This is an optimization exercise on Yosys and OpenROAD, whose aim is small area, a short achievable clock period and few clock cycles per item, not a production implementation. The RTL was checked by simulation tests, not by an equivalence proof against the original design. No activity file was given, so power comes from the tool's default toggle rates.

### flow/config.mk
export PLATFORM = sky130hd
export DESIGN_NAME = bspline_basis_derivatives
export DESIGN_NICKNAME = bspline_basis_derivatives
export VERILOG_FILES = /design/flow/design.v
export SDC_FILE = /design/flow/constraint.sdc
export NUM_CORES = 4
export LEC_CHECK = 0
export CAP_MARGIN = 20
export CORE_MARGIN = 2
export CORE_UTILIZATION = 40
export SETUP_SLACK_MARGIN = 5
export SLEW_MARGIN = 20
export TNS_END_PERCENT = 100
### flow/constraint.sdc
create_clock -name core_clock -period 12.0 [get_ports {clk}]
set_input_delay 2.4000 -clock core_clock [delete_from_list [all_inputs] [get_ports {clk}]]
set_output_delay 2.4000 -clock core_clock [all_outputs]
set_load 0.01 [all_outputs]
### flow/design.v
package bbd_pkg;
  localparam logic signed [31:0] Q_ONE = 32'sh0001_0000;
  localparam logic signed [31:0] Q_MAX = 32'sh7FFF_FFFF;
  localparam logic signed [31:0] Q_MIN = -32'sh8000_0000;
  localparam logic [1:0] DEGREE_RST = 2'd2;
  localparam logic [1:0] DERIV_RST  = 2'd2;
  localparam logic [3:0] BASIS_RST  = 4'd5;
  function automatic logic signed [31:0] sat_add(input logic signed [31:0] a,
                                                 input logic signed [31:0] b);
    logic signed [32:0] s;
    logic signed [31:0] res;
    s = {a[31], a} + {b[31], b};
    if (s[32] != s[31]) begin
      res = s[32] ? Q_MIN : Q_MAX;
    end else begin
      res = s[31:0];
    end
    sat_add = res;
  endfunction
  function automatic logic signed [31:0] sat_sub(input logic signed [31:0] a,
                                                 input logic signed [31:0] b);
    logic signed [32:0] s;
    logic signed [31:0] res;
    s = {a[31], a} - {b[31], b};
    if (s[32] != s[31]) begin
      res = s[32] ? Q_MIN : Q_MAX;
    end else begin
      res = s[31:0];
    end
    sat_sub = res;
  endfunction
  function automatic logic [31:0] mag(input logic signed [31:0] a);
    mag = a[31] ? (32'd0 - a) : a;
  endfunction
endpackage
module bbd_ram #(
  parameter int WIDTH = 32,
  parameter int DEPTH = 16
) (
  input  logic                     clk,
  input  logic                     we,
  input  logic [$clog2(DEPTH)-1:0] waddr,
  input  logic [WIDTH-1:0]         wdata,
  output logic [WIDTH*DEPTH-1:0]   rdata
);
  logic [WIDTH-1:0] mem [DEPTH];
  always_ff @(posedge clk) begin
    if (we) begin
      mem[waddr] <= wdata;
    end
  end
  always_comb begin
    for (int w = 0; w < DEPTH; w++) begin
      rdata[w*WIDTH +: WIDTH] = mem[w];
    end
  end
endmodule
module bbd_qdiv #(
  parameter int NST = 2
) (
  input  logic        clk,
  input  logic        rst,
  input  logic        start,
  input  logic [31:0] nmag,
  input  logic [31:0] dmag_in,
  input  logic        neg_in,
  input  logic        take,
  output logic        busy,
  output logic        q_valid,
  output logic [31:0] q_quo,
  output logic        q_neg,
  output logic        q_sat,
  output logic        q_zero
);
  localparam int NCYC = 16 / NST;
  localparam int CW   = $clog2(NCYC + 1);
  logic [CW-1:0] cnt;
  logic          busy_r;
  logic [30:0]   rem;
  logic [31:0]   sh;
  logic [31:0]   dmag;
  logic [32:0]   d3;
  logic          neg;
  logic          satq;
  logic [30:0]   rem_n;
  logic [31:0]   sh_n;
  logic          fin;
  logic          satc;
  always_comb begin
    logic [32:0] t;
    logic [33:0] s1, s2, s3;
    t     = 33'd0;
    s1    = 34'd0;
    s2    = 34'd0;
    s3    = 34'd0;
    rem_n = rem;
    sh_n  = sh;
    for (int b = 0; b < NST; b++) begin
      t  = {rem_n, sh_n[31:30]};
      s1 = {1'b0, t} - {2'b0, dmag};
      s2 = {1'b0, t} - {1'b0, dmag, 1'b0};
      s3 = {1'b0, t} - {1'b0, d3};
      if (!s3[33]) begin
        rem_n = s3[30:0];
        sh_n  = {sh_n[29:0], 2'd3};
      end else if (!s2[33]) begin
        rem_n = s2[30:0];
        sh_n  = {sh_n[29:0], 2'd2};
      end else if (!s1[33]) begin
        rem_n = s1[30:0];
        sh_n  = {sh_n[29:0], 2'd1};
      end else begin
        rem_n = t[30:0];
        sh_n  = {sh_n[29:0], 2'd0};
      end
    end
  end
  assign satc = ({1'b0, rem} >= dmag);
  assign fin  = busy_r && (cnt == CW'(1)) && (!q_valid || take);
  assign busy = busy_r && !fin;
  always_ff @(posedge clk) begin
    if (rst) begin
      busy_r  <= 1'b0;
      q_valid <= 1'b0;
    end else begin
      if (take) q_valid <= 1'b0;
      if (fin) begin
        q_valid <= 1'b1;
        q_quo   <= sh_n;
        q_neg   <= neg;
        q_sat   <= (cnt == CW'(NCYC)) ? satc : satq;
        q_zero  <= (dmag == 32'd0);
      end
      if (start) begin
        busy_r <= 1'b1;
        cnt    <= CW'(NCYC);
        rem    <= {15'd0, nmag[31:16]};
        sh     <= {nmag[15:0], 16'd0};
        dmag   <= dmag_in;
        d3     <= {1'b0, dmag_in} + {dmag_in, 1'b0};
        neg    <= neg_in;
      end else if (busy_r) begin
        if (cnt == CW'(NCYC)) satq <= satc;
        if (cnt != CW'(1)) begin
          rem <= rem_n;
          sh  <= sh_n;
          cnt <= cnt - 1'b1;
        end else if (fin) begin
          busy_r <= 1'b0;
        end
      end
    end
  end
endmodule
module bspline_basis_derivatives #(
  parameter int NST = 2,    
  parameter int MB  = 16    
) (
  input  logic                          clk,
  input  logic                          rst,
  input  logic                          in_valid,
  output logic                          in_stall,
  input  logic [68:0]                   in_item,
  output logic                          out_valid,
  input  logic                          out_stall,
  output logic [43:0]                   out_item,
  input  logic                          psel,
  input  logic                          penable,
  input  logic                          pwrite,
  input  logic [3:0]                    paddr,
  input  logic [31:0]                   pwdata,
  output logic [31:0]                   prdata,
  output logic                          pready
);
  localparam logic signed [31:0] ONE = bbd_pkg::Q_ONE;
  localparam logic signed [31:0] QMX = bbd_pkg::Q_MAX;
  localparam logic signed [31:0] QMN = bbd_pkg::Q_MIN;
  localparam logic [2:0] S_IDLE = 3'd0, S_0 = 3'd1, S_1 = 3'd2, S_A = 3'd3, S_B = 3'd5,
                         S_DONE = 3'd4;
  localparam logic       M_IDLE = 1'b0, M_RUN = 1'b1;
  localparam logic [1:0] PH_ND = 2'd0, PH_DV = 2'd1, PH_DONE = 2'd2;
  localparam logic [1:0] PS_IDLE = 2'd0, PS_M1 = 2'd1, PS_M2 = 2'd2;
  localparam int MCYC = 32 / MB;
  localparam int MCW  = $clog2(MCYC + 1);
  logic               in_act;
  logic [3:0]         in_kidx;
  logic signed [31:0] in_kval, in_pt;
  assign in_act  = in_item[68];
  assign in_kidx = in_item[67:64];
  assign in_kval = in_item[63:32];
  assign in_pt   = in_item[31:0];
  logic [1:0] degree, max_deriv_order;
  logic [3:0] basis_count;
  logic [1:0] p_cfg, k_cfg;
  logic [3:0] n_cfg;
  assign pready = 1'b1;
  always_comb begin
    case (paddr[3:2])
      2'd0:    prdata = {30'd0, degree};
      2'd1:    prdata = {30'd0, max_deriv_order};
      2'd2:    prdata = {28'd0, basis_count};
      default: prdata = 32'd0;
    endcase
    p_cfg = degree;
    k_cfg = (max_deriv_order > p_cfg) ? p_cfg : max_deriv_order;
    n_cfg = (basis_count < {2'd0, p_cfg} + 4'd1) ? {2'd0, p_cfg} + 4'd1 : basis_count;
  end
  logic [2:0]         sst;
  logic [1:0]         pe_s, ke_s;
  logic [3:0]         ne_s, span_s;
  logic signed [31:0] x_s;
  logic [3:0]         lo, hi, mid, mid1;
  logic [2:0]         step;
  logic               mst;
  logic               fahead;     
  logic [1:0]         pe, ke;
  logic [3:0]         span;
  logic               accept, i_take, i_loading;
  assign in_stall = (sst != S_IDLE) || i_loading;
  assign accept   = !in_stall && in_valid && in_act;
  logic               kwe;
  logic [511:0]       kflat;
  logic signed [31:0] knot [16];
  assign kwe = !in_stall && in_valid && !in_act;
  bbd_ram #(.WIDTH(32), .DEPTH(16)) u_knots (
    .clk(clk), .we(kwe), .waddr(in_kidx), .wdata(in_kval), .rdata(kflat)
  );
  always_comb begin
    for (int w = 0; w < 16; w++) knot[w] = kflat[w*32 +: 32];
  end
  logic       k_ge, k_le;
  logic [3:0] mid_lo, mid_hi;
  logic [3:0] lptr, rptr;
  logic       go_run;
  logic [3:0] span_nx;
  assign mid_lo = 4'(({1'b0, lo} + {1'b0, mid}) >> 1);
  assign mid_hi = 4'(({1'b0, mid} + {1'b0, hi}) >> 1);
  logic signed [31:0] lft [3];
  logic signed [31:0] rgt [3];
  logic [2:0]         ld;
  logic [2:0]         pc;
  logic [2:0]         npairs;
  logic               lr1_ok, lr_all, pre_act, pre_done, ld_go;
  logic               flag;
  logic [3:0]         ld_addr;
  logic signed [31:0] ld_knot;
  logic signed [32:0] xk, kx;
  logic               post_lr;    
  logic signed [31:0] xr;
  always_comb begin
    case (pe)
      2'd0: npairs = 3'd0;
      2'd1: npairs = 3'd1;
      2'd2: npairs = 3'd3;
      default: npairs = 3'd6;
    endcase
    lr1_ok   = (ld >= 3'd2);
    lr_all   = (ld == {pe, 1'b0});
    pre_act  = lr_all && (pc != npairs);
    pre_done = lr_all && (pc == npairs);
    i_loading = (mst == M_RUN) && !lr_all;
    ld_go    = i_loading && !(fahead && post_lr);
    case (sst)
      S_0:     ld_addr = ne_s;
      S_1:     ld_addr = {2'd0, pe_s};
      S_A:     ld_addr = mid;
      S_B:     ld_addr = mid1;
      default: ld_addr = ld[0] ? rptr : lptr;
    endcase
    xr      = x_s;
    ld_knot = knot[ld_addr];
    xk      = {xr[31], xr} - {ld_knot[31], ld_knot};
    kx      = {ld_knot[31], ld_knot} - {xr[31], xr};
    k_ge    = !xk[32];
    k_le    = !kx[32];
  end
  always_comb begin
    go_run  = 1'b0;
    span_nx = ne_s - 4'd1;
    begin
      case (sst)
        S_0: go_run = k_ge;
        S_1: begin
          go_run  = k_le;
          span_nx = {2'd0, pe_s};
        end
        S_A: begin
          go_run  = !k_ge && (step == 3'd7);
          span_nx = mid_lo;
        end
        S_B: begin
          go_run  = !k_ge || (step == 3'd7);
          span_nx = !k_ge ? mid : mid_hi;
        end
        default: ;
      endcase
    end
    i_take = (sst == S_DONE) && ((mst == M_IDLE) || f_done) && !fahead;
  end
  function automatic logic [1:0] clo(input logic [1:0] i, input logic [1:0] r);
    clo = (i > r) ? (i - r) : 2'd0;
  endfunction
  function automatic logic [1:0] chi(input logic [1:0] i, input logic [1:0] r,
                                     input logic [1:0] p);
    chi = (i < (p - r)) ? i : (p - r);
  endfunction
  function automatic logic [11:0] pos_next(input logic [11:0] ps, input logic [1:0] p,
                                           input logic [1:0] k);
    logic [1:0] ph, j, r, i, rr, c;
    {ph, j, r, i, rr, c} = ps;
    if (ph == PH_ND) begin
      if (r == j - 2'd1) begin
        if (j == p) begin
          if (k == 2'd0) begin
            ph = PH_DONE;
          end else begin
            ph = PH_DV; i = 2'd1; rr = 2'd0; c = 2'd1;
          end
        end else begin
          j = j + 2'd1; r = 2'd0;
        end
      end else begin
        r = r + 2'd1;
      end
    end else if (ph == PH_DV) begin
      if (c == chi(i, rr, p)) begin
        if (rr == p) begin
          if (i == k) begin
            ph = PH_DONE;
          end else begin
            i = i + 2'd1; rr = 2'd0; c = i;
          end
        end else begin
          rr = rr + 2'd1; c = clo(i, rr);
        end
      end else begin
        c = c + 2'd1;
      end
    end
    pos_next = {ph, j, r, i, rr, c};
  endfunction
  function automatic logic [11:0] pos_start(input logic [1:0] p);
    pos_start = {(p == 2'd0) ? PH_DONE : PH_ND, 2'd1, 2'd0, 2'd0, 2'd0, 2'd0};
  endfunction
  function automatic logic [11:0] derive(input logic [11:0] ps, input logic [1:0] p);
    logic [1:0] ph, j, r, i, rr, c;
    logic [1:0] tas, tbs, dri, dli, nr, nc, lo_c, base;
    {ph, j, r, i, rr, c} = ps;
    lo_c = clo(i, rr);
    base = ({1'b0, i} > {1'b0, rr} + 3'd1) ? (i - rr - 2'd1) : 2'd0;
    if (c == i)          tas = 2'd0;
    else if (i == 2'd1)  tas = (c == 2'd0) ? 2'd1 : 2'd0;
    else                 tas = ((c - base) == 2'd0) ? 2'd2 : 2'd3;
    if (c == lo_c)       tbs = (c == 2'd0) ? 2'd0 : ((i == 2'd1) ? 2'd1 : 2'd2);
    else                 tbs = 2'd3;
    if (ph == PH_ND) begin
      dri = r + 2'd1;
      dli = j - r;
    end else begin
      dri = rr - i + c + 2'd1;
      dli = p + 2'd1 - rr - c;
    end
    nr = r;
    nc = j - 2'd1;
    derive = {tas, tbs, dri, dli, nr, nc};
  endfunction
  logic [11:0] ipos, ppos;
  logic [1:0]  iph, ij, ir, ii, irr, ic;
  logic [1:0]  pph, pj, pr, pi, prr, pcc;
  assign {iph, ij, ir, ii, irr, ic} = ipos;
  assign {pph, pj, pr, pi, prr, pcc} = ppos;
  logic signed [31:0] u01, u11, u02, u12, u22;
  logic signed [31:0] a0 [4];
  logic signed [31:0] a11, a12;
  function automatic logic signed [31:0] uread(input logic [1:0] row, input logic [1:0] col,
      input logic signed [31:0] v01, input logic signed [31:0] v11,
      input logic signed [31:0] v02, input logic signed [31:0] v12,
      input logic signed [31:0] v22);
    logic signed [31:0] v;
    case ({row, col})
      4'b00_01: v = v01;
      4'b01_01: v = v11;
      4'b00_10: v = v02;
      4'b01_10: v = v12;
      4'b10_10: v = v22;
      default:  v = ONE;
    endcase
    uread = v;
  endfunction
  logic               div_start, div_busy, q_valid, q_take;
  logic [31:0]        q_quo;
  logic               q_neg, q_sat, q_zero;
  logic signed [31:0] div_num, div_den;
  logic               prep, pv;
  logic signed [31:0] pnum, pden;
  logic [2:0]         outst;      
  logic        isel, qsel;
  logic [1:0]  d_start, d_busy, d_valid, d_take, d_neg, d_sat, d_zero;
  logic [31:0] d_quo [2];
  assign div_busy  = d_busy[isel];
  assign div_start = pv && !div_busy;
  for (genvar g = 0; g < 2; g++) begin : g_div
    assign d_start[g] = div_start && (isel == 1'(g));
    assign d_take[g]  = q_take && (qsel == 1'(g));
    bbd_qdiv #(.NST(NST)) u_div (
      .clk(clk), .rst(rst), .start(d_start[g]),
      .nmag(bbd_pkg::mag(pnum)), .dmag_in(bbd_pkg::mag(pden)),
      .neg_in(pnum[31] ^ pden[31]), .take(d_take[g]),
      .busy(d_busy[g]), .q_valid(d_valid[g]), .q_quo(d_quo[g]), .q_neg(d_neg[g]),
      .q_sat(d_sat[g]), .q_zero(d_zero[g])
    );
  end
  assign q_valid = d_valid[qsel];
  assign q_quo   = d_quo[qsel];
  assign q_neg   = d_neg[qsel];
  assign q_sat   = d_sat[qsel];
  assign q_zero  = d_zero[qsel];
  logic               q_sat_eff;
  logic signed [31:0] q_signed;
  logic [31:0]        q_mag;
  always_comb begin
    q_sat_eff = q_sat || (q_neg ? (q_quo > 32'h8000_0000) : q_quo[31]);
    if (q_zero) begin
      q_signed = 32'sd0;
      q_mag    = 32'd0;
    end else if (q_sat_eff) begin
      q_signed = q_neg ? QMN : QMX;
      q_mag    = q_neg ? 32'h8000_0000 : 32'h7FFF_FFFF;
    end else begin
      q_signed = q_neg ? -$signed(q_quo) : $signed(q_quo);
      q_mag    = q_quo;
    end
  end
  logic [1:0]         den_ri, den_li;
  logic signed [31:0] den_sum;
  assign den_sum = bbd_pkg::sat_add(rgt[den_ri - 2'd1], lft[den_li - 2'd1]);
  logic [11:0]        ipd;
  logic [1:0]         i_tas, i_tbs, i_dri, i_dli, i_nr, i_nc;
  logic [2:0]         nd_done, m1_done;
  logic [2:0]         need;
  logic               need_m2, fwd_m1, fwd_m2, m2fin;
  logic               dep_ok;
  logic signed [31:0] ta, tb, ta_prev;
  logic               f_done;
  always_comb begin
    case ({ij, ir})
      4'b10_00: begin need = 3'd1; need_m2 = 1'b0; end
      4'b10_01: begin need = 3'd1; need_m2 = 1'b1; end
      4'b11_00: begin need = 3'd2; need_m2 = 1'b0; end
      4'b11_01: begin need = 3'd3; need_m2 = 1'b0; end
      default:  begin need = 3'd3; need_m2 = 1'b1; end
    endcase
    fwd_m1 = nd_m1 && (cj != p_pe) && !need_m2 && (m1_done + 3'd1 == need);
    fwd_m2 = m2fin && (cr == cj - 2'd1) && (cj != p_pe) && need_m2 && (nd_done + 3'd1 == need);
    if (iph == PH_ND) dep_ok = (ij == 2'd1) ? lr1_ok :
                               (lr_all && !fahead &&
                                (((need_m2 ? nd_done : m1_done) >= need) || fwd_m1 || fwd_m2));
    else              dep_ok = lr_all;
    {i_tas, i_tbs, i_dri, i_dli, i_nr, i_nc} = ipd;
    case (i_tas)
      2'd0:    ta = 32'sd0;
      2'd1:    ta = ONE;
      2'd2:    ta = a0[irr];
      default: ta = (irr == 2'd1) ? a11 : a12;
    endcase
    case (i_tbs)
      2'd0:    tb = 32'sd0;
      2'd1:    tb = ONE;
      2'd2:    tb = a0[irr];
      default: tb = ta_prev;
    endcase
    den_ri  = i_dri;
    den_li  = i_dli;
    div_num = fwd_m1 ? v_nd : (fwd_m2 ? qm : uread(i_nr, i_nc, u01, u11, u02, u12, u22));
    if (pre_act) begin
      case (pc)
        3'd0: begin den_ri = 2'd1; den_li = 2'd1; end
        3'd1: begin den_ri = 2'd1; den_li = 2'd2; end
        3'd2: begin den_ri = 2'd2; den_li = 2'd1; end
        3'd3: begin den_ri = 2'd1; den_li = 2'd3; end
        3'd4: begin den_ri = 2'd2; den_li = 2'd2; end
        default: begin den_ri = 2'd3; den_li = 2'd1; end
      endcase
    end else if (iph != PH_ND) begin
      div_num = bbd_pkg::sat_sub(ta, tb);
    end
    div_den = den_sum;
    prep = (mst == M_RUN) && (iph != PH_DONE) && !pre_act && dep_ok && (!pv || div_start) &&
           (outst <= 3'd2);
    f_done = (mst == M_RUN) && (iph == PH_DONE) && (!pv || div_start);
  end
  logic               m_start, m_busy;
  logic [MCW-1:0]     m_cnt;
  logic [31:0]        m_a, m_bin;
  logic signed [31:0] m_opnd;
  logic               m_sign, m_signin;
  logic [63:0]        m_p;
  logic               m_done, m_ack;
  logic [31+MB:0]     m_sum;
  logic signed [31:0] qm;
  assign m_done = m_busy && (m_cnt == '0);
  logic [49:0] m_pp [9];
  logic [49:0] m_acc;
  always_comb begin
    logic [17:0] b;
    logic [2:0]  t;
    logic [33:0] mm;
    b = {2'b00, m_p[15:0]};
    for (int k = 0; k < 9; k++) begin
      t = {b[2*k+1], b[2*k], (k == 0) ? 1'b0 : b[2*k-1]};
      case (t)
        3'b001, 3'b010: mm = {2'b00, m_a};
        3'b011:         mm = {1'b0, m_a, 1'b0};
        3'b100:         mm = ~{1'b0, m_a, 1'b0};
        3'b101, 3'b110: mm = ~{2'b00, m_a};
        default:        mm = 34'd0;
      endcase
      m_pp[k] = (50'({{16{mm[33]}}, mm}) << (2*k)) +
                ((t[2] && (t != 3'b111)) ? (50'd1 << (2*k)) : 50'd0);
    end
    m_acc = 50'(m_p[63:32]) + m_pp[0] + m_pp[1] + m_pp[2] + m_pp[3] + m_pp[4] + m_pp[5] +
            m_pp[6] + m_pp[7] + m_pp[8];
  end
  assign m_sum  = m_acc[31+MB:0];
  always_comb begin
    if (m_p[63:47] != 17'd0) begin
      qm = m_sign ? QMN : QMX;
    end else begin
      qm = m_sign ? -$signed(m_p[47:16]) : $signed(m_p[47:16]);
    end
  end
  always_ff @(posedge clk) begin
    if (rst) begin
      m_busy <= 1'b0;
    end else if (m_start) begin
      m_busy <= 1'b1;
      m_cnt  <= MCW'(MCYC);
      if (capture) m_a <= q_mag;
      m_p    <= {32'd0, m_bin};
      m_sign <= m_signin;
    end else if (m_busy) begin
      if (m_cnt != '0) begin
        m_cnt <= m_cnt - 1'b1;
        m_p   <= {m_sum, m_p[31:MB]};
      end else if (m_ack) begin
        m_busy <= 1'b0;
      end
    end
  end
  logic [1:0]         pst;
  logic [1:0]         p_pe, p_ke;
  logic [3:0]         p_span;
  logic               p_flag;
  logic [1:0]         cph, cj, cr, ci, crr;
  logic               clast;
  logic signed [31:0] saved;      
  logic               pq_neg;
  logic               slot_free;
  logic signed [31:0] v_nd;
  logic [1:0]         p_base;
  logic [3:0]         p_urow;
  logic signed [31:0] p_uval;
  logic               ev, ev_last, ev_flag;
  logic signed [31:0] ev_val;
  logic [1:0]         ev_i, ev_j, ev_sc;
  logic [3:0]         ev_span, ev_bidx;
  logic               flag_ok, pre_done_r;
  logic signed [34:0] sc;
  logic signed [31:0] ev_scaled;
  logic               p_switch;
  logic [11:0]        qpos;       
  logic [1:0]         qph, qj, qr, qi, qrr, qcc, q_pe, q_ke;
  assign slot_free = !out_valid || !out_stall;
  always_comb begin
    v_nd   = bbd_pkg::sat_add(saved, qm);
    p_base = clo(pi, prr);
    p_urow = {2'd0, prr} - {2'd0, pi} + {2'd0, pcc};
    p_uval = uread(p_urow[1:0], p_pe - pi, u01, u11, u02, u12, u22);
    case (ev_sc)
      2'd1:    sc = {{3{ev_val[31]}}, ev_val} <<< 1;
      2'd2:    sc = {{3{ev_val[31]}}, ev_val} + ({{3{ev_val[31]}}, ev_val} <<< 1);
      2'd3:    sc = ({{3{ev_val[31]}}, ev_val} + ({{3{ev_val[31]}}, ev_val} <<< 1)) <<< 1;
      default: sc = {{3{ev_val[31]}}, ev_val};
    endcase
    if (sc > 35'sd2147483647)       ev_scaled = QMX;
    else if (sc < -35'sd2147483648) ev_scaled = QMN;
    else                            ev_scaled = sc[31:0];
    post_lr = (pph == PH_ND) || ((cph == PH_ND) && (pst != PS_IDLE));
  end
  function automatic logic [1:0] sc_code(input logic [1:0] p, input logic [1:0] i);
    case ({p, i})
      4'b10_01, 4'b10_10: sc_code = 2'd1;
      4'b11_01:           sc_code = 2'd2;
      4'b11_10, 4'b11_11: sc_code = 2'd3;
      default:            sc_code = 2'd0;
    endcase
  endfunction
  logic ev_flag_now;
  assign ev_flag_now = fahead ? p_flag : flag;
  logic emit, ev_can, free, nd_m1, capture;
  always_comb begin
    flag_ok = fahead || pre_done_r;
    emit   = ev && slot_free;
    ev_can = !ev && flag_ok;
    nd_m1  = 1'b0;
    free   = 1'b0;
    case (pst)
      PS_IDLE: free = 1'b1;
      PS_M1: begin
        if (cph == PH_ND) nd_m1 = m_done && ((cj != p_pe) || ev_can);
        else              free  = m_done && (!clast || ev_can);
      end
      default: free = m_done && (!(cj == p_pe && cr == cj - 2'd1) || ev_can);
    endcase
    m2fin    = free && (pst == PS_M2);
    p_switch = fahead && (pph == PH_DONE) &&
               ((pe != 2'd0) ? free : ((pst == PS_IDLE) && !ev));
    qpos     = p_switch ? pos_start(pe) : ppos;
    q_pe     = p_switch ? pe : p_pe;
    q_ke     = p_switch ? ke : p_ke;
    {qph, qj, qr, qi, qrr, qcc} = qpos;
    capture  = free && (qph != PH_DONE) && q_valid;
    q_take   = capture;
    m_start  = capture || nd_m1;
    m_ack    = free && (pst != PS_IDLE) && !capture;
    if (nd_m1)              m_opnd = lft[cj - cr - 2'd1];
    else if (qph == PH_ND)  m_opnd = rgt[qr];
    else                    m_opnd = p_uval;
    m_bin    = bbd_pkg::mag(m_opnd);
    m_signin = m_opnd[31] ^ (nd_m1 ? pq_neg : q_neg);
  end
  always_ff @(posedge clk) begin
    if (rst) begin
      mst             <= M_IDLE;
      sst             <= S_IDLE;
      fahead          <= 1'b0;
      degree          <= bbd_pkg::DEGREE_RST;
      max_deriv_order <= bbd_pkg::DERIV_RST;
      basis_count     <= bbd_pkg::BASIS_RST;
      out_valid       <= 1'b0;
      pv              <= 1'b0;
      outst           <= 3'd0;
      isel            <= 1'b0;
      qsel            <= 1'b0;
      ppos            <= {PH_DONE, 10'd0};
      pst             <= PS_IDLE;
      ev              <= 1'b0;
    end else begin
      if (psel && penable && pwrite) begin
        case (paddr[3:2])
          2'd0: degree          <= pwdata[1:0];
          2'd1: max_deriv_order <= pwdata[1:0];
          2'd2: basis_count     <= pwdata[3:0];
          default: ;
        endcase
      end
      if (accept) begin
        x_s  <= in_pt;
        pe_s <= p_cfg;
        ke_s <= k_cfg;
        ne_s <= n_cfg;
        sst  <= S_0;
      end
      begin
        case (sst)
          S_0: begin
            if (!k_ge) sst <= S_1;
          end
          S_1: begin
            if (!k_le) begin
              lo   <= {2'd0, pe_s};
              hi   <= ne_s;
              mid  <= 4'(({3'd0, pe_s} + {1'b0, ne_s}) >> 1);
              mid1 <= 4'(({3'd0, pe_s} + {1'b0, ne_s}) >> 1) + 4'd1;
              step <= 3'd0;
              sst  <= S_A;
            end
          end
          S_A: begin
            if (!k_ge) begin
              hi   <= mid;
              mid  <= mid_lo;
              mid1 <= mid_lo + 4'd1;
              step <= step + 3'd1;
            end else begin
              sst <= S_B;
            end
          end
          S_B: begin
            if (k_ge) begin
              lo   <= mid;
              mid  <= mid_hi;
              mid1 <= mid_hi + 4'd1;
              step <= step + 3'd1;
              sst  <= S_A;
            end
          end
          default: ;
        endcase
      end
      if (go_run) begin
        span_s <= span_nx;
        sst    <= S_DONE;
      end
      if (f_done) mst <= M_IDLE;
      if (i_take) begin
        sst     <= S_IDLE;
        mst     <= M_RUN;
        fahead  <= 1'b1;
        pe      <= pe_s;
        ke      <= ke_s;
        span    <= span_s;
        lptr    <= span_s;
        rptr    <= span_s + 4'd1;
        ld      <= 3'd0;
        pc      <= 3'd0;
        flag    <= 1'b0;
        ipos    <= pos_start(pe_s);
        ipd     <= derive(pos_start(pe_s), pe_s);
      end
      if (mst == M_RUN) begin
        if (ld_go) begin
          if (!ld[0]) begin
            lft[ld[2:1]] <= (xk[32] != xk[31]) ? (xk[32] ? QMN : QMX) : xk[31:0];
          end else begin
            rgt[ld[2:1]] <= (kx[32] != kx[31]) ? (kx[32] ? QMN : QMX) : kx[31:0];
            lptr <= lptr - 4'd1;
            rptr <= (rptr == 4'd15) ? 4'd15 : rptr + 4'd1;
          end
          ld <= ld + 3'd1;
        end
        if (pre_act) begin
          if (den_sum == 32'sd0) flag <= 1'b1;
          pc <= pc + 3'd1;
        end
        if (prep) begin
          ipos    <= pos_next(ipos, pe, ke);
          ipd     <= derive(pos_next(ipos, pe, ke), pe);
          ta_prev <= ta;
          pnum    <= div_num;
          pden    <= div_den;
        end
      end
      if (prep)           pv <= 1'b1;
      else if (div_start) pv <= 1'b0;
      if (div_start) isel <= ~isel;
      if (q_take)    qsel <= ~qsel;
      outst <= outst + (prep ? 3'd1 : 3'd0) - (q_take ? 3'd1 : 3'd0);
      if (emit) begin
        out_valid <= 1'b1;
        out_item  <= {ev_i, ev_bidx, ev_span, ev_scaled, ev_flag, ev_last};
      end else if (!out_stall) begin
        out_valid <= 1'b0;
      end
      pre_done_r <= pre_done && !i_take;
      if (!fahead) p_flag <= flag;
      if (emit) ev <= 1'b0;
      if (p_switch) begin
        fahead  <= 1'b0;
        p_pe    <= pe;
        p_ke    <= ke;
        p_span  <= span;
        ppos    <= pos_start(pe);
        if (pe == 2'd0) begin
          ev      <= 1'b1;
          ev_val  <= ONE;
          ev_i    <= 2'd0;
          ev_j    <= 2'd0;
          ev_last <= 1'b1;
          ev_flag <= 1'b0;
          ev_span <= span;
          ev_bidx <= span;
          ev_sc   <= 2'd0;
        end
      end
      if (capture) begin
        {cph, cj, cr, ci, crr} <= qpos[11:2];
        clast  <= (qcc == chi(qi, qrr, q_pe));
        ppos   <= pos_next(qpos, q_pe, q_ke);
        pq_neg <= q_neg;
        if (pph == PH_DV) begin
          if (pcc == p_base)    a0[prr] <= q_signed;
          else if (prr == 2'd1) a11 <= q_signed;
          else                  a12 <= q_signed;
        end
        pst <= PS_M1;
      end else if (free) begin
        pst <= PS_IDLE;
      end
      if (nd_m1) begin
        pst     <= PS_M2;
        m1_done <= m1_done + 3'd1;
        if (cj != p_pe) begin
          case ({cr, cj})
            4'b00_01: u01 <= v_nd;
            4'b00_10: u02 <= v_nd;
            default:  u12 <= v_nd;
          endcase
        end else begin
          ev      <= 1'b1;
          ev_val  <= v_nd;
          ev_i    <= 2'd0;
          ev_j    <= cr;
          ev_last <= 1'b0;
          ev_flag <= ev_flag_now;
          ev_span <= p_span;
          ev_bidx <= p_span + {2'd0, cr} - {2'd0, p_pe};
          ev_sc   <= 2'd0;
        end
      end
      if (free && pst == PS_M1) begin
        if (clast) begin
          ev      <= 1'b1;
          ev_val  <= v_nd;
          ev_i    <= ci;
          ev_j    <= crr;
          ev_last <= (ci == p_ke) && (crr == p_pe);
          ev_flag <= ev_flag_now;
          ev_span <= p_span;
          ev_bidx <= p_span + {2'd0, crr} - {2'd0, p_pe};
          ev_sc   <= sc_code(p_pe, ci);
          saved   <= 32'sd0;
        end else begin
          saved <= v_nd;
        end
      end
      if (free && pst == PS_M2) begin
        if (cr == cj - 2'd1) begin
          saved <= 32'sd0;
          if (cj == 2'd1) u11 <= qm;
          if (cj == 2'd2 && p_pe != 2'd2) u22 <= qm;
          if (cj == p_pe) begin
            ev      <= 1'b1;
            ev_val  <= qm;
            ev_i    <= 2'd0;
            ev_j    <= p_pe;
            ev_last <= (p_ke == 2'd0);
            ev_flag <= ev_flag_now;
            ev_span <= p_span;
            ev_bidx <= p_span;
            ev_sc   <= 2'd0;
          end
        end else begin
          saved <= qm;
        end
        nd_done <= nd_done + 3'd1;
      end
      if (p_switch) begin
        saved   <= 32'sd0;
        nd_done <= 3'd0;
        m1_done <= 3'd0;
      end
    end
  end
endmodule
### flow/run.sh
#!/bin/bash
# synth_recipe.tcl (not shown) runs the flow's synth.tcl, then flattens the netlist and writes it again
# the make line also repeats each setting of config.mk as NAME=value (left out here)
make -C /OpenROAD-flow-scripts/flow DESIGN_CONFIG=/design/flow/config.mk WORK_HOME=/design/flow/orfs CLKGATE_MAP_FILE= SYNTH_SCRIPT=/design/flow/synth_recipe.tcl finish
==> metrics.cfg, run 1 <==
[status]
status=finished clean

[clock_tree]
cts-root-buf=clkbuf_16
clock-sinks=1889
cts_tree=done
cts_hold_buf=0
cts_buffers=215
h-tree-depth=4
clkLatencyLatePin_ns=1.01
clk_path_buf_depth=4
cts.clk_slew.worst_paths_ns=0.06

[worst_setup_path]
worst_setup_path_start_kind=register
critPathKind=reg -> reg
slowest_delay_ns=0.58
path_max_fanout=5
cp-end-kind=register
path_buf_inv=10
cpLargestDelayFamily=adder cells
cp.required_ns=12.65
path_common_cell=fa_1
slowest_stage=fa_1
critical_path_arrival_ns=7.67

[timing]
setup_viol=0
fin_skew_ns=0.1325
clock.fmax_mhz=142.5
worst_slew_pin_slew_ns=1.253
setup_tns_ns=0
relSlewSlack_pct=15.87
period_minus_slack_ns=7.018
period_share_pct=58.48
final-hold-violation-count=0
rsz0062_at_grt=true
drv_slew=0

[die]
ios=191
die_area_um2=338800
start_util_pct=40.15
dieWidth_um=582.1
fp.coreArea_um2=332900
row_count=212
dieHeight_um=582.1

[yosys]
ys_ff_latch=1889
ys_seq_area_share_pct=42.13
netlist_instances=13148
synth_top_cells_by_count=edfxtp_1, a21oi_1, nor2_1
ys_warn_count=8
synth-simple-area-share_pct=11.08
yosys-top-cells-area=edfxtp_1, ha_1, fa_1, a21oi_1, xnor2_1
yosys.area.top_type_share_pct=41.50
synth_top_family_by_area=compound AO/OA/AOI/OAI gates
synth_fa_ha_area_share_pct=13.09
async_reset_ff_share_pct=0
synth_flop_cell=edfxtp_1
syn_area_um2=133700
synth_most_common_cell=edfxtp_1
yosysUniqueCellTypes=105
avgSynthCellArea_um2=10.17
synth_edf_count=1847
synth_xor_area_share_pct=6.075
yosys-mux-area-fraction_pct=2.983
yosysTopAreaCell=edfxtp_1
synth_compound_area_share_pct=20.25

[routing]
drc_errors=0
routed_wl_um=466000
avgRoutedWirePerCell_um=25.93
num_vias=109630
viasPerCell=6.101
drtIter0Drc=13247
firstDrtPassIters=9
ant_nets=0

[global_route]
grt_usage_pct=26.10
grt-ovfl-total=0
grt_pass1_wl_um=672500
grt_max_degree=89
antenna_found_initial=25
grt_pass1_vias=101745

[finish]
area_delta_synth_final_pct=15.33
final.fill_count=30615
drive_gt1_share_pct=12.23
final_core_util_pct=46.30
finalNetCount=14679
fin_area_um2=154100

[flow_run]
drv_cap=0

[worst_hold_path]
hp-class=reg -> reg

[power]
p_per_area_nw_per_um2=214.8
totalPowerFinal_mw=33.11
ir_drop_uv=754.4
p_leak_nw=58.73

[place]
routabilityCongestion=0.9583
port_buffers=131
hpwlAfterDp_um=322300
place_area_um2=140600

[layer usage]
layer	global-route usage [%]	routed length, µm	up-vias
li1	-	-	49632
met1	36.64	195500	53505
met2	39.96	203000	5504
met3	4.881	46370	973
met4	9.718	20980	16
met5	0	101	-
[cells in the final DEF, fill, tap and decap left out, drive strengths merged, types with 207 or more instances in the layout]
cell / count
nand2: 825
a21oi: 1041
buf: 569
clkbuf: 278
inv: 796
edfxtp: 1847
nand3: 235
fa: 322
a21o: 377
mux2i: 207
a211oi: 207
a22oi: 297
xor2: 399
xnor2: 524
o21ai: 779
ha: 847
nor2: 1037
[what timing repair did]
item,4_1_cts,5_1_grt
buffers inserted,143,130
setup endpoints to repair,489,374
pin swaps,61,136
gates cloned,19,20
gates resized for setup,364,391
[cells by family after synthesis]
kind of cell | Yosys count
flip-flops | 1889
adder cells (fa/ha/maj) | 1214
XOR/XNOR | 923
multiplexers | 339
buffers and inverters | 1524
other | 2
AO/OA/AOI/OAI | 4111
AND/OR/NAND/NOR | 3146
[worst paths after layout]
path / startpoint / to / slack (ns) / cells past startpoint
worst min-delay path: g_div[0].u_div.neg$_DFFE_PP_ / g_div[0].u_div.q_neg$_DFFE_PP_ / 0.42 / 0
worst min register to register: g_div[0].u_div.neg$_DFFE_PP_ / g_div[0].u_div.q_neg$_DFFE_PP_ / 0.42 / 0
worst max-delay path: m_p[11]$_DFFE_PP_ / m_p[56]$_SDFFCE_PN0P_ / 4.98 / 30
worst max register to register: m_p[11]$_DFFE_PP_ / m_p[56]$_SDFFCE_PN0P_ / 4.98 / 30
[final cells by class]
cell class / instances / area [µm²] / share of cell area (%)
Clock buffer: 261 / 5659 / 3.671
Sequential cell: 1889 / 56320 / 36.54
Inverter: 796 / 3018 / 1.958
Clock inverter: 128 / 1425 / 0.9245
Tap cell: 4387 / 5489 / 3.561
Multi-Input combinational cell: 9773 / 75120 / 48.73
Antenna cell: 13 / 32.53 / 0.02110
Timing Repair Buffer: 723 / 7082 / 4.594
[registers in the layout, indices dropped and copies added (netlist names), 44 cells and up, named ones only]
| name | flops |
|---|---|
| g_div.u_div.dmag | 64 |
| g_div.u_div.d3 | 64 |
| u_knots.mem | 512 |
| g_div.u_div.sh | 64 |
| g_div.u_div.rem | 62 |
| m_p | 64 |
| rgt | 96 |
| lft | 96 |
| out_item | 44 |
| g_div.u_div.q_quo | 64 |
| a0 | 128 |
[metrics by stage]
stage | hold slack (ns) | setup slack, ns | std cells
3_3_place_gp | 0.4030 | 2.289 | 17254
4_1_cts | 0.4095 | 4.984 | 17807
5_1_grt | 0.4143 | 4.802 | 17958
6_report | 0.4164 | 4.982 | 17970
3_5_place_dp | 0.4057 | 2.285 | 17256
2_1_floorplan | 0.4003 | 5.019 | 13175
[power by group]
| group | leakage [nW] | switching [mW] | internal [mW] | total (mW) |
|---|---|---|---|---|
| sequential | 17.0 | 0.186 | 9.14 | 9.32 |
| combinational | 38.3 | 11.4 | 5.70 | 17.1 |
| clock | 3.43 | 2.83 | 3.90 | 6.73 |
| total | 58.7 | 14.4 | 18.7 | 33.1 |
Testbench counts, summed over its fixed seeds: cycles 19,585, evals 240.
==> inputs of run 2 (changes only) <==
--- a/flow/config.mk
+++ b/flow/config.mk
@@ -7,7 +7,7 @@
 export LEC_CHECK = 0
 export CAP_MARGIN = 20
 export CORE_MARGIN = 2
-export CORE_UTILIZATION = 40
+export CORE_UTILIZATION = 33
 export SETUP_SLACK_MARGIN = 5
 export SLEW_MARGIN = 20
 export TNS_END_PERCENT = 100
==> run 2 against run 1 <==
Compared with the run above: core utilization decreased by 8.0 points; first-iteration DRC count fell by 8.2%; critical path depth decreased by 5; largest cell class unchanged; total power decreased by 1.0%; clock-buffer cell count is 9 lower; via count decreased by 0.59%; sequential power hardly changed; clock skew fell by 0.019 ns; still clean on timing, DRC and antenna; sequential share of layout area decreased by 0.053 points; largest power group unchanged; final area rose by 0.14%.
==> metrics.cfg, run 2 <==
[status]
status=finished clean  ; unchanged

[worst_hold_path]
whs_path_depth=0  ; unchanged
hold_start=ke_s[1]$_DFFE_PP_  ; was g_div[0].u_div.neg$_DFFE_PP_
holdPathEnd=ke[1]$_DFFE_PP_  ; was g_div[0].u_div.q_neg$_DFFE_PP_
hp-class=reg -> reg  ; unchanged

[power]
p_sw_mw=14.14  ; was 14.38 mW
p_seq_share_pct=28.5  ; was 28.2%
p_int_mw=18.64  ; was 18.73 mW
swShare_pct=43.14  ; was 43.42%
clkPwrFrac_pct=20.2  ; was 20.3%
p_per_area_nw_per_um2=212.4  ; was 214.8 nW/µm²
ir_drop_uv=529.3  ; was 754.4 µV
comb_power_share_pct=51.3  ; was 51.5%
p_leak_nw=58.39  ; was 58.73 nW

[routing]
num_vias=108985  ; was 109630
avgRoutedWirePerCell_um=24.49  ; was 25.93 µm
drc_errors=0  ; unchanged
viasPerCell=5.754  ; was 6.101
firstDrtPassIters=6  ; was 9
routed_wl_um=463900  ; was 466000 µm
ant_nets=0  ; unchanged
drtIter0Drc=12161  ; was 13247

[clock_tree]
cts_tree=done  ; unchanged
h-tree-depth=4  ; unchanged
clkLatencyLatePin_ns=0.97  ; was 1.01 ns
cts_buffers=206  ; was 215
cts-root-buf=clkbuf_16  ; unchanged
clock-sinks=1889  ; unchanged
cts.clk_slew.worst_paths_ns=0.06  ; about the same
clk_path_buf_depth=4  ; unchanged
cts_hold_buf=0  ; unchanged

[die]
row_count=233  ; was 212
ios=191  ; unchanged
start_util_pct=33.17  ; was 40.15%
fp.coreArea_um2=402900  ; was 332900 µm²
die_area_um2=410100  ; was 338800 µm²
dieWidth_um=640.4  ; was 582.1 µm
dieHeight_um=640.4  ; was 582.1 µm

[global_route]
antenna_found_initial=21  ; was 25
grt_pass1_wl_um=668500  ; was 672500 µm
grt_usage_pct=21.43  ; was 26.10%
busiest_layer=met2  ; unchanged
gr-usage-met2_pct=33.24  ; was 39.96%
grt_pass1_vias=102128  ; was 101745
met3_usage_pct=4.162  ; was 4.881%
grt-ovfl-total=0  ; unchanged
gr-usage-met1_pct=29.66  ; was 36.64%
grt_max_degree=88  ; was 89

[yosys]
yosys-top-cells-area=edfxtp_1, ha_1, fa_1, a21oi_1, xnor2_1  ; unchanged
yosysUniqueCellTypes=105  ; unchanged
yosysTopAreaCell=edfxtp_1  ; unchanged
netlist_instances=13148  ; unchanged
yosys.area.top_type_share_pct=41.50  ; unchanged
async_reset_ff_share_pct=0  ; unchanged
avgSynthCellArea_um2=10.17  ; unchanged
ys_seq_area_share_pct=42.13  ; unchanged
synth_flop_cell=edfxtp_1  ; unchanged
syn_area_um2=133700  ; unchanged
synth_edf_count=1847  ; unchanged
ys_warn_count=8  ; unchanged
synth_most_common_cell=edfxtp_1  ; unchanged
ys_ff_latch=1889  ; unchanged
synth_top_cells_by_count=edfxtp_1, a21oi_1, nor2_1  ; unchanged

[timing]
drv_slew=0  ; unchanged
setup_tns_ns=0  ; unchanged
worst_slew_pin_slew_ns=1.262  ; was 1.253 ns
rsz0062_at_grt=true  ; unchanged
period_minus_slack_ns=6.950  ; was 7.018 ns
final-hold-violation-count=0  ; unchanged
clock.fmax_mhz=143.9  ; was 142.5 MHz
fin_hold_ws_ns=0.4172  ; was 0.4164 ns
period_share_pct=57.92  ; was 58.48%
relSlewSlack_pct=15.84  ; was 15.87%
setup_viol=0  ; unchanged
fin_skew_ns=0.1140  ; was 0.1325 ns

[finish]
top_register=u_knots.mem  ; unchanged
final_cell_mix=edfxtp_1, a21oi_1, nor2_1, ha_1, nand2_1  ; unchanged
final.fill_count=39345  ; was 30615
instances_no_fill=18940  ; was 17970
drive_gt1_share_pct=11.76  ; was 12.23%
layout_commonest_cell=edfxtp_1  ; unchanged
top_regs=u_knots.mem: 512 flops, a0: 128 flops  ; unchanged
area_delta_synth_final_pct=15.49  ; was 15.33%
largest_reg_flops=512  ; unchanged
finalNetCount=14637  ; was 14679

[worst_setup_path]
critical_path_arrival_ns=7.57  ; was 7.67 ns
rrSetupSlack_ns=5.05  ; was 4.98 ns
regToRegStartpoint=m_p[3]$_DFFE_PP_  ; was m_p[11]$_DFFE_PP_
r2r_end=m_p[60]$_SDFFCE_PN0P_  ; was m_p[56]$_SDFFCE_PN0P_
worst_setup_path_start_kind=register  ; unchanged
critPathLaunch=m_p[3]$_DFFE_PP_  ; was m_p[11]$_DFFE_PP_
cp-end-kind=register  ; unchanged
cp.required_ns=12.62  ; was 12.65 ns
critPathKind=reg -> reg  ; unchanged
rr_worst_depth=25  ; was 30
path_max_fanout=11  ; was 5

[place]
routabilityCongestion=0.9734  ; was 0.9583
hpwlAfterDp_um=323900  ; was 322300 µm
port_buffers=131  ; unchanged
numPlacedInstances=18289  ; was 17256

[flow_run]
drv_cap=0  ; unchanged

## run 2: how the worst max path moves through the flow
stage / end / slack [ns] / depth (start not counted)
3_3_place_gp: g_div[1].u_div.rem[30]$_SDFFCE_PP0P_ / 2.84 / 24
3_5_place_dp: g_div[1].u_div.rem[30]$_SDFFCE_PP0P_ / 2.79 / 24
2_1_floorplan: m_p[56]$_SDFFCE_PN0P_ / 5.02 / 27
6_report: m_p[60]$_SDFFCE_PN0P_ / 5.05 / 25
5_1_grt: g_div[1].u_div.rem[3]$_DFFE_PP_ / 4.77 / 29
4_1_cts: m_p[60]$_SDFFCE_PN0P_ / 4.99 / 26
## run 2: per-stage QoR
stage	setup slack [ns]	util, %	power, mW	cell area [µm²]
finish	5.050	38.31	32.78	154400
CTS	4.986	37.62	32.20	151600
detailed placement	2.786	35.25	25.02	142000
global route	4.768	38.31	34.18	154300
global placement	2.841	35.24	24.87	142000
floorplan	5.019	-	19.36	133800
## run 2: power groups by stage
stage	Combinational (mW)	Sequential (mW)	Clock, mW
after detailed placement	15.5	9.48	0
after global placement	15.4	9.48	0
after floorplan	10.0	9.34	0
after global routing	17.9	9.35	6.95
after CTS	16.2	9.33	6.71
final	16.8	9.33	6.63
## run 2: cell families after synthesis
| logic type | share of synthesized area [%] |
|---|---|
| AO/OA/AOI/OAI | 20.25 |
| AND/OR/NAND/NOR | 11.08 |
| flip-flops | 42.13 |
| buffers and inverters | 4.392 |
| adder cells (fa/ha/maj) | 13.09 |
| XOR/XNOR | 6.075 |
| multiplexers | 2.983 |
| other | 0.005619 |
## run 2: critical path: stages (launching register included)
cell and delay (ns):
edfxtp_1 0.48, buf_6 0.19, and3b_4 0.21, buf_4 0.18, buf_4 0.21, a221o_1 0.39, fa_1 0.52, fa_1 0.53
fa_1 0.54, fa_1 0.53, inv_1 0.05, fa_1 0.48, inv_1 0.07, ha_4 0.23, o21a_1 0.18, o21a_1 0.18
o21a_1 0.23, o21ai_2 0.18, nand2_2 0.09, o21ai_4 0.12, a31oi_4 0.09, a31oi_4 0.29, o31a_1 0.28, a21oi_2 0.10
xnor2_2 0.24, nor2_1 0.07
## run 2: layout make-up
| type | instances | area (µm²) | share of cell area (%) |
|---|---|---|---|
| multi-input cells | 9770 | 74690 | 48.38 |
| flip-flops and latches | 1889 | 56320 | 36.49 |
| well taps | 5405 | 6763 | 4.381 |
| repair buffers | 693 | 6603 | 4.277 |
| clock buffers | 252 | 5470 | 3.544 |
| inverters | 796 | 3008 | 1.949 |
| clock inverters | 123 | 1483 | 0.9605 |
| diodes | 12 | 30.03 | 0.01945 |
## run 2: what timing repair did
item | in CTS | in global routing
pin swaps | 63 | 112
setup endpoints to repair | 530 | 434
gates cloned | 13 | 17
buffers inserted | 117 | 115
resized for setup | 321 | 344
## run 2: metal layers
layer  up-vias  wire length, µm
met4        20            19150
met5         -              124
met1     53421           194100
li1      49425                -
met2      5206           205100
met3       913            45440

separate check: timing with driven ports:
The results above use ideal ports. As a check the final layouts listed here were re-extracted and re-timed, cells and wires unchanged.
Step 1 assumes that a clkbuf_16 drives the clock port and a buf_2 every other input.
Step 2 times the ports against the registers' clock, not the clock port: input delays grow and output delays shrink by t, the midpoint of the rising clock arrivals with the driver on.
Three values: no drivers, after step 1, after step 2; two values: the first two.
run	t (ns)	setup WS [ns]	hold WS [ns]	clock arrival spread, ns	worst slew at a driven data input, ns
run 1	1.010	4.982 / 4.982 / 4.982	0.416 / 0.416 / 0.416	0.183 / 0.183	0.13
run 2	1.002	5.050 / 5.050 / 5.050	0.417 / 0.417 / 0.417	0.135 / 0.135	0.19
After both steps every run listed still meets setup and hold.
